Background: an optimization exercise with open tools, aiming at small area. Do not read the settings as production practice. Function was checked by simulation only, so behaviour that the tests miss may differ from the original.

`flow/design.v`:
```
package cordic_pkg;
   typedef enum logic {ROTATE = 1'b0, VECTOR = 1'b1} mode_e;
   localparam logic [15:0] CORDIC_GAIN = 16'hD2C9;
   localparam logic [31:0] QTR32  = 32'h4000_0000;
   localparam logic [31:0] HALF32 = 32'h8000_0000;
   localparam logic [31:0] TQTR32 = 32'hC000_0000;
   localparam logic [32*32-1:0] ATAN_TAB = {
      32'h0000_0000,   
      32'h0000_0001,   
      32'h0000_0001,   
      32'h0000_0003,   
      32'h0000_0005,   
      32'h0000_000A,   
      32'h0000_0014,   
      32'h0000_0029,   
      32'h0000_0051,   
      32'h0000_00A3,   
      32'h0000_0146,   
      32'h0000_028C,   
      32'h0000_0518,   
      32'h0000_0A30,   
      32'h0000_145F,   
      32'h0000_28BE,   
      32'h0000_517D,   
      32'h0000_A2FA,   
      32'h0001_45F3,   
      32'h0002_8BE6,   
      32'h0005_17CC,   
      32'h000A_2F98,   
      32'h0014_5F2F,   
      32'h0028_BE53,   
      32'h0051_7C55,   
      32'h00A2_F61E,   
      32'h0145_D7E1,   
      32'h028B_0D43,   
      32'h0511_11D4,   
      32'h09FB_385B,   
      32'h12E4_051E,   
      32'h2000_0000   
   };
endpackage
module cordic_stage
#(
   parameter int W     = 22,
   parameter int PW    = 32,
   parameter int SHIFT = 0
) (
   input  logic                clk,
   input  logic                rst_n,
   input  logic                vld_i,
   input  cordic_pkg::mode_e   mode_i,
   input  logic signed [W-1:0] x_i,
   input  logic signed [W-1:0] y_i,
   input  logic [PW-1:0]       z_i,
   output logic                vld_o,
   output cordic_pkg::mode_e   mode_o,
   output logic signed [W-1:0] x_o,
   output logic signed [W-1:0] y_o,
   output logic [PW-1:0]       z_o
);
   localparam logic [PW-1:0] ATAN = PW'(cordic_pkg::ATAN_TAB[32*SHIFT +: 32] >> (32 - PW));
   logic                vld_q;
   cordic_pkg::mode_e   mode_q;
   logic signed [W-1:0] x_q, y_q, x_d, y_d, xs, ys;
   logic [PW-1:0]       z_q, z_d;
   logic                cw;
   always_comb begin
      cw  = (mode_i == cordic_pkg::VECTOR) ? !y_i[W-1] : z_i[PW-1];
      xs  = x_i >>> SHIFT;
      ys  = y_i >>> SHIFT;
      x_d = x_i - ys;
      y_d = y_i + xs;
      z_d = z_i - ATAN;
      if (cw) begin
         x_d = x_i + ys;
         y_d = y_i - xs;
         z_d = z_i + ATAN;
      end
   end
   always_ff @(posedge clk or negedge rst_n) begin
      if (!rst_n) begin
         vld_q  <= 1'b0;
         mode_q <= cordic_pkg::ROTATE;
         x_q    <= '0;
         y_q    <= '0;
         z_q    <= '0;
      end else begin
         vld_q  <= vld_i;
         mode_q <= mode_i;
         x_q    <= x_d;
         y_q    <= y_d;
         z_q    <= z_d;
      end
   end
   assign vld_o  = vld_q;
   assign mode_o = mode_q;
   assign x_o    = x_q;
   assign y_o    = y_q;
   assign z_o    = z_q;
endmodule
module cordic_nco_rotator
#(
   parameter int IN_W    = 16,
   parameter int OUT_W   = 22,
   parameter int PHASE_W = 32,
   parameter int STAGES  = 16
) (
   input  logic                      clk,
   input  logic                      rst_n,
   input  logic                      in_valid,
   input  logic                      mode,
   input  logic signed [IN_W-1:0]    xin,
   input  logic signed [IN_W-1:0]    yin,
   input  logic        [PHASE_W-1:0] phase_step,
   input  logic                      phase_load,
   input  logic        [PHASE_W-1:0] phase_init,
   output logic                      out_valid,
   output logic                      out_mode,
   output logic signed [OUT_W-1:0]   xout,
   output logic signed [OUT_W-1:0]   yout,
   output logic        [PHASE_W-1:0] phase_out
);
   localparam logic [PHASE_W-1:0] QTR  = PHASE_W'(cordic_pkg::QTR32  >> (32 - PHASE_W));
   localparam logic [PHASE_W-1:0] HALF = PHASE_W'(cordic_pkg::HALF32 >> (32 - PHASE_W));
   localparam logic [PHASE_W-1:0] TQTR = PHASE_W'(cordic_pkg::TQTR32 >> (32 - PHASE_W));
   logic [PHASE_W-1:0]      acc_q, acc_d, p;
   cordic_pkg::mode_e       mode_in;
   logic signed [OUT_W-1:0] xe, ye;
   logic                    pv_q;
   cordic_pkg::mode_e       pm_q;
   logic signed [OUT_W-1:0] px_q, py_q, px_d, py_d;
   logic [PHASE_W-1:0]      pz_q, pz_d;
   assign mode_in = cordic_pkg::mode_e'(mode);
   assign p       = phase_load ? phase_init : acc_q;
   assign xe      = {{(OUT_W-IN_W){xin[IN_W-1]}}, xin};
   assign ye      = {{(OUT_W-IN_W){yin[IN_W-1]}}, yin};
   always_comb begin
      acc_d = acc_q;
      if (in_valid)
         acc_d = p + phase_step;
      else if (phase_load)
         acc_d = phase_init;
   end
   always_comb begin
      px_d = xe;
      py_d = ye;
      pz_d = p;
      if (mode_in == cordic_pkg::VECTOR) begin
         pz_d = '0;
         if (xe[OUT_W-1]) begin
            px_d = -xe;
            py_d = -ye;
            pz_d = HALF;
         end
      end else begin
         case (p[PHASE_W-1 -: 2])
            2'b01:   begin px_d = -ye; py_d = xe;  pz_d = p - QTR;  end
            2'b10:   begin px_d = -xe; py_d = -ye; pz_d = p - HALF; end
            2'b11:   begin px_d = ye;  py_d = -xe; pz_d = p - TQTR; end
            default: begin px_d = xe;  py_d = ye;  pz_d = p;        end
         endcase
      end
   end
   always_ff @(posedge clk or negedge rst_n) begin
      if (!rst_n) begin
         acc_q <= '0;
         pv_q  <= 1'b0;
         pm_q  <= cordic_pkg::ROTATE;
         px_q  <= '0;
         py_q  <= '0;
         pz_q  <= '0;
      end else begin
         acc_q <= acc_d;
         pv_q  <= in_valid;
         pm_q  <= mode_in;
         px_q  <= px_d;
         py_q  <= py_d;
         pz_q  <= pz_d;
      end
   end
   logic [STAGES:0]                    vld_c;
   logic [STAGES:0]                    mode_c;
   logic [STAGES:0][OUT_W-1:0]         x_c;
   logic [STAGES:0][OUT_W-1:0]         y_c;
   logic [STAGES:0][PHASE_W-1:0]       z_c;
   assign vld_c[0]  = pv_q;
   assign mode_c[0] = pm_q;
   assign x_c[0]    = px_q;
   assign y_c[0]    = py_q;
   assign z_c[0]    = pz_q;
   for (genvar i = 0; i < STAGES; i++) begin : g_stage
      cordic_stage #(
         .W     (OUT_W),
         .PW    (PHASE_W),
         .SHIFT (i)
      ) u_stage (
         .clk    (clk),
         .rst_n  (rst_n),
         .vld_i  (vld_c[i]),
         .mode_i (cordic_pkg::mode_e'(mode_c[i])),
         .x_i    (x_c[i]),
         .y_i    (y_c[i]),
         .z_i    (z_c[i]),
         .vld_o  (vld_c[i+1]),
         .mode_o (mode_c[i+1]),
         .x_o    (x_c[i+1]),
         .y_o    (y_c[i+1]),
         .z_o    (z_c[i+1])
      );
   end
   assign out_valid = vld_c[STAGES];
   assign out_mode  = mode_c[STAGES];
   assign xout      = x_c[STAGES];
   assign yout      = y_c[STAGES];
   assign phase_out = z_c[STAGES];
endmodule
```
`flow/constraint.sdc`:
```
create_clock -name core_clock -period 4.6 [get_ports {clk}]
set_input_delay 0.9200 -clock core_clock [delete_from_list [all_inputs] [get_ports {clk}]]
set_output_delay 0.9200 -clock core_clock [all_outputs]
set_load 0.01 [all_outputs]
```
`flow/run.sh`:
```
#!/bin/bash
# synth_recipe.tcl (not shown) runs the flow's synth.tcl, then flattens the netlist and writes it again
# the make line also repeats each setting of config.mk as NAME=value (left out here)
make -C /OpenROAD-flow-scripts/flow DESIGN_CONFIG=/design/flow/config.mk WORK_HOME=/design/flow/orfs CLKGATE_MAP_FILE= SYNTH_SCRIPT=/design/flow/synth_recipe.tcl finish
```
`flow/config.mk`:
```
export PLATFORM = sky130hd
export DESIGN_NAME = cordic_nco_rotator
export DESIGN_NICKNAME = cordic_nco_rotator
export VERILOG_FILES = /design/flow/design.v
export SDC_FILE = /design/flow/constraint.sdc
export NUM_CORES = 4
export LEC_CHECK = 0
export CAP_MARGIN = 20
export CORE_MARGIN = 2
export CORE_UTILIZATION = 40
export SLEW_MARGIN = 20
```
==> notes.md <==
[critical path: cells and delay by family, from the launching register on]
| kind | cells | cell delay [ns] |
|---|---|---|
| mux | 2 | 0.50 |
| compound gates | 8 | 1.85 |
| simple gates | 2 | 0.18 |
| buf+inv | 4 | 0.67 |
| fa+ha+maj | 1 | 0.49 |
| xor+xnor | 1 | 0.18 |
| flops | 1 | 0.42 |
[registers in the layout, summed over array words and instances (netlist names), 16 cells and up]
name / flops
px_q: 22
acc_q: 32
g_stage.u_stage.x_q: 352
pz_q: 32
g_stage.u_stage.z_q: 512
g_stage.u_stage.mode_q: 16
g_stage.u_stage.y_q: 351
py_q: 22
g_stage.u_stage.vld_q: 16
[logic make-up (layout without fill, tap and decap cells)]
family	Yosys count	in the layout	share of synthesized area [%]
buffers and inverters	681	1201	2.570
AOI/OAI and AO/OA	3069	3069	19.39
xor gates and xnor gates	1429	1429	12.55
muxes	117	117	1.250
adders and majority gates	1338	1338	17.17
DFF	1357	1357	34.06
and+or+nand+nor	2736	2736	13.01
other	1	3	0.003761
[worst max-delay path by stage]
stage                                                     start  cells after the start                                     to  slack [ns]
after detailed placement                          phase_init[0]                     17                    acc_q[30]$_DFF_PN0_      0.0002
after global routing        g_stage[4].u_stage.mode_q$_DFF_PN0_                     16   g_stage[5].u_stage.y_q[21]$_DFF_PN0_       0.004
after global placement                            phase_init[0]                     17                    acc_q[30]$_DFF_PN0_       -0.22
after floorplan            g_stage[7].u_stage.y_q[21]$_DFF_PN0_                     18   g_stage[8].u_stage.x_q[20]$_DFF_PN0_        0.04
after CTS                 g_stage[11].u_stage.y_q[15]$_DFF_PN0_                     19  g_stage[12].u_stage.x_q[19]$_DFF_PN0_        0.10
final                     g_stage[13].u_stage.y_q[21]$_DFF_PN0_                     18  g_stage[14].u_stage.y_q[20]$_DFF_PN0_        0.20
[layer usage]
layer	track usage [%]	up-vias	routed length (um)
li1	-	39049	-
met1	22.22	37180	103000
met2	36.55	1503	127800
met3	2.519	462	8633
met4	7.469	6	9557
met5	0	-	40
[timing repair]
item / CTS / global route
resized for setup: 0 / 24
setup buffers: 0 / 3
endpoints found under the setup margin: 0 / 23
[layout by cell type (no fill, tap or decap), drive strengths merged, types with 35 or more instances in the layout]
cell type	n
nor3	285
nor4	43
a31oi	88
o41ai	41
dfrtp	1357
nand3	181
o22ai	35
ha	1288
a21o	428
o21bai	132
clkinv	42
o21a	152
fa	50
or3	96
nand2b	151
clkdlybuf4s50	175
and2	67
inv	525
xnor2	989
xor2	440
buf	205
or2	50
nand2	622
and3	80
nor2	881
nand4	45
o21ai	569
clkbuf	218
o31ai	115
a21boi	40
a21oi	1061
a211oi	92
nor2b	147
mux2	50
o211ai	51
mux2i	66
[stage by stage]
step	cells	area [sq um]	util [%]
after floorplan	10728	99710	-
final	14580	112900	45.50
after detailed placement	14275	106800	43.05
after global routing	14580	112900	45.50
after global placement	14275	106800	43.05
after CTS	14575	112800	45.45
[synth_stat cells, types with 114 or more instances]
cell | number | area share, %
nor3_1 | 283 | 1.4
o21bai_1 | 132 | 0.99
a21o_1 | 428 | 3.2
nand2_1 | 622 | 2.3
inv_1 | 515 | 1.9
o21ai_0 | 558 | 2.8
xor2_1 | 440 | 3.9
a21oi_1 | 1060 | 5.3
o21a_1 | 152 | 1.1
nand2b_1 | 151 | 0.95
nor2_1 | 881 | 3.3
xnor2_1 | 989 | 8.7
nor2b_1 | 147 | 0.92
clkbuf_1 | 138 | 0.52
ha_1 | 1288 | 16
o31ai_1 | 114 | 0.86
nand3_1 | 181 | 0.91
dfrtp_1 | 1357 | 34
[layout make-up]
class	instances	area (sq um)
Tap cell	3330	4167
Antenna cell	2	5.005
Clock buffer	218	4599
Clock inverter	82	1365
Timing Repair Buffer	380	3547
Inverter	521	1959
Multi-Input combinational cell	8690	63330
Fill cell	23585	135300
Sequential cell	1357	33960
==> impl_metrics.ini <==
[place]
io_buffers = 178
place.gp.congestion = 0.9020
dp_slack_ns = 0.0002043
dp_hpwl_mm = 198.0

[grt]
grt_pass1_vias = 79088
grtUsageTotal_pct = 19.47
grt_pass1_wl_mm = 404.9
grt_max_degree = 135
grt_antenna_before_repair = 7
grt_overflow_total = 0

[clocking]
cts_htree_levels = 4
clock_latency_ns = 0.82
cts_sinks = 1357
clockBufferDepth = 3
cts_buffers = 166
ctsHoldBuffers = 0
clkTransAtPathRegs_ns = 0.06
root_buffer = clkbuf_16
cts_tree = built

[finish]
area_delta_synth_final_pct = 13.28
drive_gt1_share_pct = 5.832
nNetsFinal = 12555

[worst_setup_path]
rr_worst_depth = 18
slowest_delay_ns = 0.49
path_max_fanout = 18
r2r_setup_slack_ns = 0.20
r2r_start = g_stage[13].u_stage.y_q[21]$_DFF_PN0_
critPathRequiredTime_ns = 5.32
critical_path_class = reg -> reg
cp_data_arrival_time_ns = 5.12
slowest_stage = fa_1
cp-end-kind = flip-flop
path_cells = inv_1 -> mux2_2 -> inv_1 -> buf_12 -> mux2i_1 -> fa_1 -> a21o_1 -> a21oi_1 -> nand2b_1 -> a21boi_0 -> o22ai_1 -> o2111a_1 -> nor3_1 -> buf_4 -> a221o_1 -> a211o_1 -> a21oi_1 -> xnor2_1
timing.rr.end = g_stage[14].u_stage.y_q[20]$_DFF_PN0_
critPathLaunchType = flip-flop

[detailed_routing]
drtPass1Iterations = 6
final_antenna_net_count = 0
wl_mm = 249.0
vias = 78200
drt_iter0_drc = 4255
wl_per_cell_um = 17.08
viasPerCell = 5.364
drcViolationCount = 0

[synth]
yosysSeqAreaShare_pct = 34.06
ys_async_sr_fraction_pct = 100.0
netlist_instances = 10728
synth_cell_types = 92
synth-seq-cells = 1357
synth_flop_cell = dfrtp_1
syn_area_sq_um = 99700
synth-edff-count = 0
syn_avg_cell_area_sq_um = 9.293
ys_warn_count = 17
synth_fp_nets = 12167

[timing]
finalWorstSetupSlack_ns = 0.1979
grt_setup_unrepaired = false
setup_tns_ns = 0
tightest_slew_ns = 1.014
slew_violations = 0
finalCriticalPeriod_ns = 4.402
hold_viol = 0
skew_ns = 0.03765
fmax_ghz = 0.2272
slew_headroom_pct = 32.14
holdWs_ns = 0.08132
setup_violations = 0
post-route-period-util_pct = 95.70

[floorplan]
initial_core_util_pct = 40.17
rows = 183
fp.dieH_um = 503.2
core_area_sq_um = 248200
die_w_um = 503.2
io_pins = 179
die_area_sq_um = 253300

[worst_hold_path]
holdCritPathClass = in -> async

[job]
maxCapViolations = 0

[status]
status = complete, no violations

==> separate check: timing with driven ports <==
The flow's constraints put no driver on any port. The routed layout listed below was extracted and timed again, unchanged, in two steps. Step 1 (the two cells are an assumption about what drives the block):
set clk [get_ports {clk}]
set_driving_cell -lib_cell sky130_fd_sc_hd__clkbuf_16 $clk
set_driving_cell -lib_cell sky130_fd_sc_hd__buf_2 [delete_from_list [all_inputs] $clk]
Step 2 also shifts input and output timing later by t, the mid clock arrival at the registers, as if the neighbouring blocks saw the same clock. Three values: no drivers, after step 1, after step 2; two values: the first two.
t, ns: 0.907
setup slack, ns: 0.198 / 0.198 / -0.026
hold WS [ns]: 0.081 / 0.079 / 0.341
slew at the worst register clock pin (ns): 0.06 / 0.06
With both steps, setup timing fails in this run, where it was met with ideal ports. The setup slack of this run moves by 0.000 ns with the drivers and by -0.224 ns with both steps.
